Source: an optimization exercise on an open RTL-to-GDS flow (aim: small area). Production flows keep margins and buffers that such runs may drop.
In this exercise RTL edits were held to simulation tests only and were not proved equivalent to the original.
Power figures rest on the tool's default switching activity, not on a simulated workload.

==> wip/indigo <==
==> flow/design.v <==
`timescale 1ns/100ps
module line_fetcher (
	input logic axi_clock,
	input logic global_reset,
	input logic zoom,	 
	input logic line_req,
	input logic [2:0] line_cnt,	 
	output logic ar_valid,
	output logic [28:0] ar_addr,	 
	input logic arready,
	input logic r_valid,
	input logic [8*32-1:0] r_data,
	output logic [1:0] wr_en,	 
	output logic [8*24-1:0] wr_data
);
	logic [1:0] burst;
	logic odd_beat;
	logic [11:0] src_row;
	logic [11:0] src_col;
	always_ff @(posedge axi_clock) begin
		if (global_reset) begin
			ar_valid <= 1'b0;
		end else if (line_req) begin
			ar_valid <= 1'b1;
		end else if (ar_valid && arready && (burst == (zoom ? 2'd1 : 2'd3))) begin
			ar_valid <= 1'b0;
		end
		if (line_req) begin
			burst <= 2'd0;
		end else if (ar_valid && arready) begin
			burst <= burst + 2'd1;
		end
		if (line_req) begin
			odd_beat <= 1'b0;
		end else if (r_valid) begin
			odd_beat <= ~odd_beat;
		end
	end
	always_comb begin
		if (zoom) begin
			src_row = {10'd0, line_cnt[1:0]} + 12'(8);
			src_col = {6'd0, burst[0], 5'd0} + 12'(16);
		end else begin
			src_row = {9'd0, line_cnt[1:0], 1'b0};
			src_col = {5'd0, burst, 5'd0};
		end
	end
	assign ar_addr = {3'b000, src_row, src_col, 2'b00};
	assign wr_en[0] = r_valid && (zoom || !odd_beat);
	assign wr_en[1] = r_valid && (zoom || odd_beat);
	genvar j;
	generate
		for (j = 0; j < 8; j++) begin : g_lane
			logic [23:0] a;
			logic [23:0] b;
			logic [8:0] sum_r;
			logic [8:0] sum_g;
			logic [8:0] sum_b;
			assign a = r_data[64*(j%4) + 8 +: 24];
			assign b = r_data[64*(j%4) + 40 +: 24];
			assign sum_r = {1'b0, a[23:16]} + {1'b0, b[23:16]};
			assign sum_g = {1'b0, a[15:8]} + {1'b0, b[15:8]};
			assign sum_b = {1'b0, a[7:0]} + {1'b0, b[7:0]};
			assign wr_data[24*j +: 24] = zoom ? r_data[32*j + 8 +: 24] :
				{sum_r[8:1], sum_g[8:1], sum_b[8:1]};
		end
	endgenerate
endmodule
`timescale 1ns/100ps
module line_buffer (
	input logic axi_clock,
	input logic wr_bank,
	input logic [1:0] wr_en,	 
	input logic [8*24-1:0] wr_data,
	input logic rd_shift,	 
	input logic [2:0] rd_lane,
	output logic [23:0] rd_data
);
	localparam int DEPTH = 64 / 8;
	logic [15:0][23:0] head;	 
	genvar b, j;
	generate
		for (b = 0; b < 2; b++) begin : g_bank
			for (j = 0; j < 8; j++) begin : g_col
				logic en;
				logic [DEPTH*24-1:0] sr;
				assign en = (wr_bank == b) ? wr_en[j/4] : rd_shift;
				always_ff @(posedge axi_clock) begin
					if (en) sr <= {sr[(DEPTH-1)*24-1:0], wr_data[24*j +: 24]};
				end
				assign head[8*b+j] = sr[DEPTH*24-1 -: 24];
			end
		end
	endgenerate
	assign rd_data = head[{~wr_bank, rd_lane}];
endmodule
`timescale 1ns/100ps
module pixel_scanout (
	input logic axi_clock,
	input logic global_reset,
	input logic frame_start,
	input logic line_start,
	input logic pixel_den,
	output logic line_req,	 
	output logic [2:0] line_cnt,	 
	output logic rd_shift,	 
	output logic [2:0] rd_lane,
	output logic pixels_valid
);
	logic fs_q, ls_q, den_q;
	logic fs_qq, ls_qq, den_qq;
	logic [2:0] x;
	always_ff @(posedge axi_clock) begin
		fs_q <= frame_start;
		ls_q <= line_start;
		den_q <= pixel_den;
		if (global_reset) begin
			fs_qq <= 1'b0;
			ls_qq <= 1'b0;
			den_qq <= 1'b0;
		end else begin
			fs_qq <= fs_q;
			ls_qq <= ls_q;
			den_qq <= den_q;
		end
	end
	assign line_req = fs_qq || (ls_qq && (line_cnt < 3'd3));
	always_ff @(posedge axi_clock) begin
		if (fs_qq) begin
			line_cnt <= 3'd0;
		end else if (ls_qq) begin
			if (!line_cnt[2]) line_cnt <= line_cnt + 3'd1;
		end
		if (ls_qq) begin
			x <= 3'd0;
		end else if (den_qq) begin
			x <= x + 3'd1;
		end
	end
	assign rd_shift = den_qq && (x == 3'd7);
	assign rd_lane = x;
	assign pixels_valid = den_qq;
endmodule
`timescale 1ns/100ps
module fb_readout (
	input logic axi_clock,
	input logic global_reset,
	input logic frame_start,
	input logic line_start,
	input logic pixel_den,
	input logic arready,
	input logic zoom,	 
	output logic ar_valid,
	output logic [28:0] ar_addr,
	input logic r_valid,
	input logic r_last,
	input logic [255:0] r_data,
	output logic pixels_valid,
	output logic [23:0] pixels_rgb
);
	logic line_req;
	logic [2:0] line_cnt;
	logic [1:0] wr_en;
	logic [8*24-1:0] wr_data;
	logic rd_shift;
	logic [2:0] rd_lane;
	line_fetcher line_fetcher_inst (
		.axi_clock(axi_clock),
		.global_reset(global_reset),
		.zoom(zoom),
		.line_req(line_req),
		.line_cnt(line_cnt),
		.ar_valid(ar_valid),
		.ar_addr(ar_addr),
		.arready(arready),
		.r_valid(r_valid),
		.r_data(r_data),
		.wr_en(wr_en),
		.wr_data(wr_data)
	);
	line_buffer line_buffer_inst (
		.axi_clock(axi_clock),
		.wr_bank(line_cnt[0]),
		.wr_en(wr_en),
		.wr_data(wr_data),
		.rd_shift(rd_shift),
		.rd_lane(rd_lane),
		.rd_data(pixels_rgb)
	);
	pixel_scanout pixel_scanout_inst (
		.axi_clock(axi_clock),
		.global_reset(global_reset),
		.frame_start(frame_start),
		.line_start(line_start),
		.pixel_den(pixel_den),
		.line_req(line_req),
		.line_cnt(line_cnt),
		.rd_shift(rd_shift),
		.rd_lane(rd_lane),
		.pixels_valid(pixels_valid)
	);
endmodule
==> flow/run.sh <==
#!/bin/bash
# synth_recipe.tcl (not shown) runs the flow's synth.tcl, then flattens the netlist and writes it again
# the make line also repeats each setting of config.mk as NAME=value (left out here)
make -C /OpenROAD-flow-scripts/flow DESIGN_CONFIG=/design/flow/config.mk WORK_HOME=/design/flow/orfs CLKGATE_MAP_FILE= SYNTH_SCRIPT=/design/flow/synth_recipe.tcl finish
==> flow/config.mk <==
export PLATFORM = sky130hd
export DESIGN_NAME = fb_readout
export DESIGN_NICKNAME = fb_readout
export VERILOG_FILES = /design/flow/design.v
export SDC_FILE = /design/flow/constraint.sdc
export NUM_CORES = 4
export LEC_CHECK = 0
export CAP_MARGIN = 20
export CORE_MARGIN = 2
export CORE_UTILIZATION = 60
export CTS_CLUSTER_DIAMETER = 50
export CTS_CLUSTER_SIZE = 36
export SLEW_MARGIN = 20
export SYNTH_MEMORY_MAX_BITS = 16384
==> flow/constraint.sdc <==
create_clock -name core_clock -period 10.0 [get_ports {axi_clock}]
set_input_delay 2.0000 -clock core_clock [delete_from_list [all_inputs] [get_ports {axi_clock}]]
set_output_delay 2.0000 -clock core_clock [all_outputs]
set_load 0.01 [all_outputs]
==> inputs of wip/fjord, as changes to wip/indigo <==
--- a/flow/config.mk
+++ b/flow/config.mk
@@ -7,8 +7,6 @@
 export LEC_CHECK = 0
 export CAP_MARGIN = 20
 export CORE_MARGIN = 2
-export CORE_UTILIZATION = 60
-export CTS_CLUSTER_DIAMETER = 50
-export CTS_CLUSTER_SIZE = 36
+export CORE_UTILIZATION = 40
 export SLEW_MARGIN = 20
 export SYNTH_MEMORY_MAX_BITS = 16384
==> flow_summary.toml <==
[status]
status = "no timing/DRC/antenna violations"

[cells_and_area]
final-clk-cell-share = 0.0797
nNetsFinal = 5233
antenna_cells = 27

[floorplanning]
dieHeight_um = 510
rows = 185

[min_path]
hp-start = "line_buffer_inst.g_bank[0].g_col[3].sr[92]"

[worst_setup_path]
startpoint = "pixel_scanout_inst.line_cnt[0]"
The numbers above come from wip/fjord.

==> flow_summary.toml <==
[status]
status = "no timing/DRC/antenna violations"

[cells_and_area]
multi_input_cells = 1132
antenna_cells = 5
final-clk-cell-share = 0.0599
nNetsFinal = 5105

[clocking]
clockRootBuffer = "clkbuf_16"

[worst_setup_path]
startpoint = "pixel_scanout_inst.x[0]"
r2r-end = "line_buffer_inst.g_bank[1].g_col[1].sr[90]"

[min_path]
hp-start = "line_buffer_inst.g_bank[1].g_col[7].sr[73]"

[floorplanning]
rows = 151

[pwr]
leakage_uw = 0.0371

[sta]
finalClockSkew_ns = 0.0425
The numbers above come from wip/indigo.


* * *

==> trial 57: inputs <==
RTL: the design.v shown in full above, as it stands there.
export LEC_CHECK = 0
export CAP_MARGIN = 20
export CORE_MARGIN = 2
export CORE_UTILIZATION = 40
export CTS_CLUSTER_DIAMETER = 60
export CTS_CLUSTER_SIZE = 32
export SLEW_MARGIN = 20
export SYNTH_MEMORY_MAX_BITS = 16384
create_clock -name core_clock -period 10.0 [get_ports {axi_clock}]
run.sh (not shown) runs the stock make flow with config.mk's settings and CLKGATE_MAP_FILE= SYNTH_SCRIPT=/design/flow/synth_recipe.tcl, a recipe that flattens the netlist after the stock synthesis.
==> trial 62 (differences from trial 57) <==
==> flow/design.v, changed modules only <==
module line_fetcher (
	input logic axi_clock,
	input logic global_reset,
	input logic zoom,	 
	input logic line_req,
	input logic [2:0] line_cnt,	 
	output logic ar_valid,
	output logic [28:0] ar_addr,	 
	input logic arready,
	input logic r_valid,
	input logic [8*32-1:0] r_data,
	output logic [1:0] wr_en,	 
	output logic [8*24-1:0] wr_data
);
	logic [1:0] burst;
	logic odd_beat;
	logic [11:0] src_row;
	logic [11:0] src_col;
	always_ff @(posedge axi_clock) begin
		if (global_reset) begin
			ar_valid <= 1'b0;
		end else if (line_req) begin
			ar_valid <= 1'b1;
		end else if (ar_valid && arready && (burst == (zoom ? 2'd1 : 2'd3))) begin
			ar_valid <= 1'b0;
		end
		if (line_req) begin
			burst <= 2'd0;
		end else if (ar_valid && arready) begin
			burst <= burst + 2'd1;
		end
		if (line_req) begin
			odd_beat <= 1'b0;
		end else if (r_valid) begin
			odd_beat <= ~odd_beat;
		end
	end
	always_comb begin
		if (zoom) begin
			src_row = {10'd0, line_cnt[1:0]} + 12'(8);
			src_col = {6'd0, burst[0], 5'd0} + 12'(16);
		end else begin
			src_row = {9'd0, line_cnt[1:0], 1'b0};
			src_col = {5'd0, burst, 5'd0};
		end
	end
	assign ar_addr = {3'b000, src_row, src_col, 2'b00};
	assign wr_en[0] = r_valid && (zoom || !odd_beat);
	assign wr_en[1] = r_valid && (zoom || odd_beat);
	function automatic logic [7:0] mean8(input logic [7:0] a, input logic [7:0] b);
		logic [8:0] c;
		logic [7:0] s;
		c[1] = a[0] & b[0];
		for (int i = 1; i < 8; i++) begin
			s[i] = a[i] ^ b[i] ^ c[i];
			c[i+1] = (a[i] & b[i]) | (c[i] & (a[i] ^ b[i]));
		end
		mean8 = {c[8], s[7:1]};
	endfunction
	genvar j;
	generate
		for (j = 0; j < 8; j++) begin : g_lane
			logic [23:0] a;
			logic [23:0] b;
			assign a = r_data[64*(j%4) + 8 +: 24];
			assign b = r_data[64*(j%4) + 40 +: 24];
			assign wr_data[24*j +: 24] = zoom ? r_data[32*j + 8 +: 24] :
				{mean8(a[23:16], b[23:16]), mean8(a[15:8], b[15:8]), mean8(a[7:0], b[7:0])};
		end
	endgenerate
endmodule
==> flow/flow/run.sh (new file) <==
#!/bin/bash
# The standard layout with two changes: ports get the smallest buffer, and
# clock tree synthesis uses large sink clusters without dummy loads.
set -euo pipefail
cd "$(dirname "$0")/.."
export BUFFER_PORTS_ARGS="-buffer_cell sky130_fd_sc_hd__buf_1"
export CTS_ARGS="-sink_clustering_enable -repair_clock_nets -dont_use_dummy_load -sink_clustering_size 40 -sink_clustering_max_diameter 65 -buf_list sky130_fd_sc_hd__clkbuf_16"
bash standard.sh > flow_standard.log 2>&1
==> flow/standard.sh (new file) <==
#!/bin/bash
# synth_recipe.tcl (not shown) runs the flow's synth.tcl, then flattens the netlist and writes it again
# the make line also repeats each setting of config.mk as NAME=value (left out here)
make -C /OpenROAD-flow-scripts/flow DESIGN_CONFIG=/design/flow/config.mk WORK_HOME=/design/flow/orfs CLKGATE_MAP_FILE= SYNTH_SCRIPT=/design/flow/synth_recipe.tcl "${@:-finish}"
Settings changed: CORE_UTILIZATION 40 to 60, CTS_CLUSTER_DIAMETER 60 to unset, CTS_CLUSTER_SIZE 32 to unset.
removed: flow/run.sh
==> comparison <==
Against trial 62, the non-clock buffer count of trial 57 is higher by 16.
Sequential cell count is the same in trial 62 and trial 57.
In trial 57 the clock skew is lower than in trial 62, by 0.012 ns.
In trial 62 the worst setup slack is better than in trial 57, by 0.56 ns.
In trial 62 the via count is lower than in trial 57, by 13%.
Worst hold slack: trial 62 is lower than trial 57 (0.012 ns).
Between trial 62 and trial 57, the lower utilization is in trial 57 (gap 20 points).
Against trial 57, the maximum frequency of trial 62 is larger by 9.4%.
In trial 62 the clock-buffer cell count is lower than in trial 57, by 18.
==> figures <==
| metric | trial 62 | trial 57 |
|---|---|---|
| Run status | complete, no violations | complete, no violations |
| Clock slew at reported path FFs | 0.08 ns | 0.11 ns |
| End of the worst register-to-register path | line_buffer_inst.g_bank[1].g_col[6].sr[48]$_DFFE_PP_ | line_buffer_inst.g_bank[0].g_col[5].sr[86]$_DFFE_PP_ |
| Power in combinational cells | 1.86 mW | 2.25 mW |
| Portion of total power attributed to the clock network | 24.6% | 29.1% |
| Headroom to the max-slew limit | 20.63% | 18.11% |
| Die width | 411.9 µm | 509.7 µm |
| Maximum single-stage delay on the critical path | 1.00 ns | 0.94 ns |
| Worst Min Path Start | line_buffer_inst.g_bank[1].g_col[4].sr[0]$_DFFE_PP_ | line_buffer_inst.g_bank[0].g_col[1].sr[121]$_DFFE_PP_ |
| Number of standard cells in the layout, taps in and fillers out | 6,533 | 8,224 |
| Share of the clock period used by the worst path after layout | 58.98% | 64.55% |
| Power consumed by the clock network | 6.01 mW | 7.72 mW |
| Mapped Area | 0.09981 mm² | 0.1023 mm² |
| Total wire length after detailed routing | 143,300 µm | 176,200 µm |
| Multi-input gate count | 746 | 1,132 |
| CP arrival | 3.90 ns | 4.45 ns |
| Filler instances | 10,680 | 20,860 |
| Tightest Pin Transition | 1.191 ns | 1.228 ns |
| Met3 wire length | 5419 µm | 10,420 µm |

## afterwards: timing with drivers on the ports
No port has a modelled driver above. Below, the same layouts with a new extraction and two added sets of constraints.
Step 1: set_driving_cell puts a clkbuf_16 on axi_clock and a buf_2 on each other input, an assumption about the parent block.
Step 2, shift: input delay + t, output delay - t, t = (earliest + latest rising clock arrival at the registers) / 2. This alone moves slack from input paths to output paths.
a / b / c = ideal / step 1 / step 2; a / b = the first two.
run	t, ns	slack for setup (ns)	worst setup path at the end	pins driven straight from the clock port
wip/indigo	0.895	3.965 / 3.882 / 4.448	input to register	1
wip/fjord	0.980	3.531 / 3.436 / 4.416	register to output	1
trial 57	0.907	3.545 / 3.459 / 4.366	register to output	1
trial 62	0.853	4.102 / 4.021 / 3.931	input to register	1
After both steps setup and hold are still met in every run listed. For trial 62, which loses most, drivers alone change the setup slack by -0.081 ns; drivers and shift together by -0.171 ns.
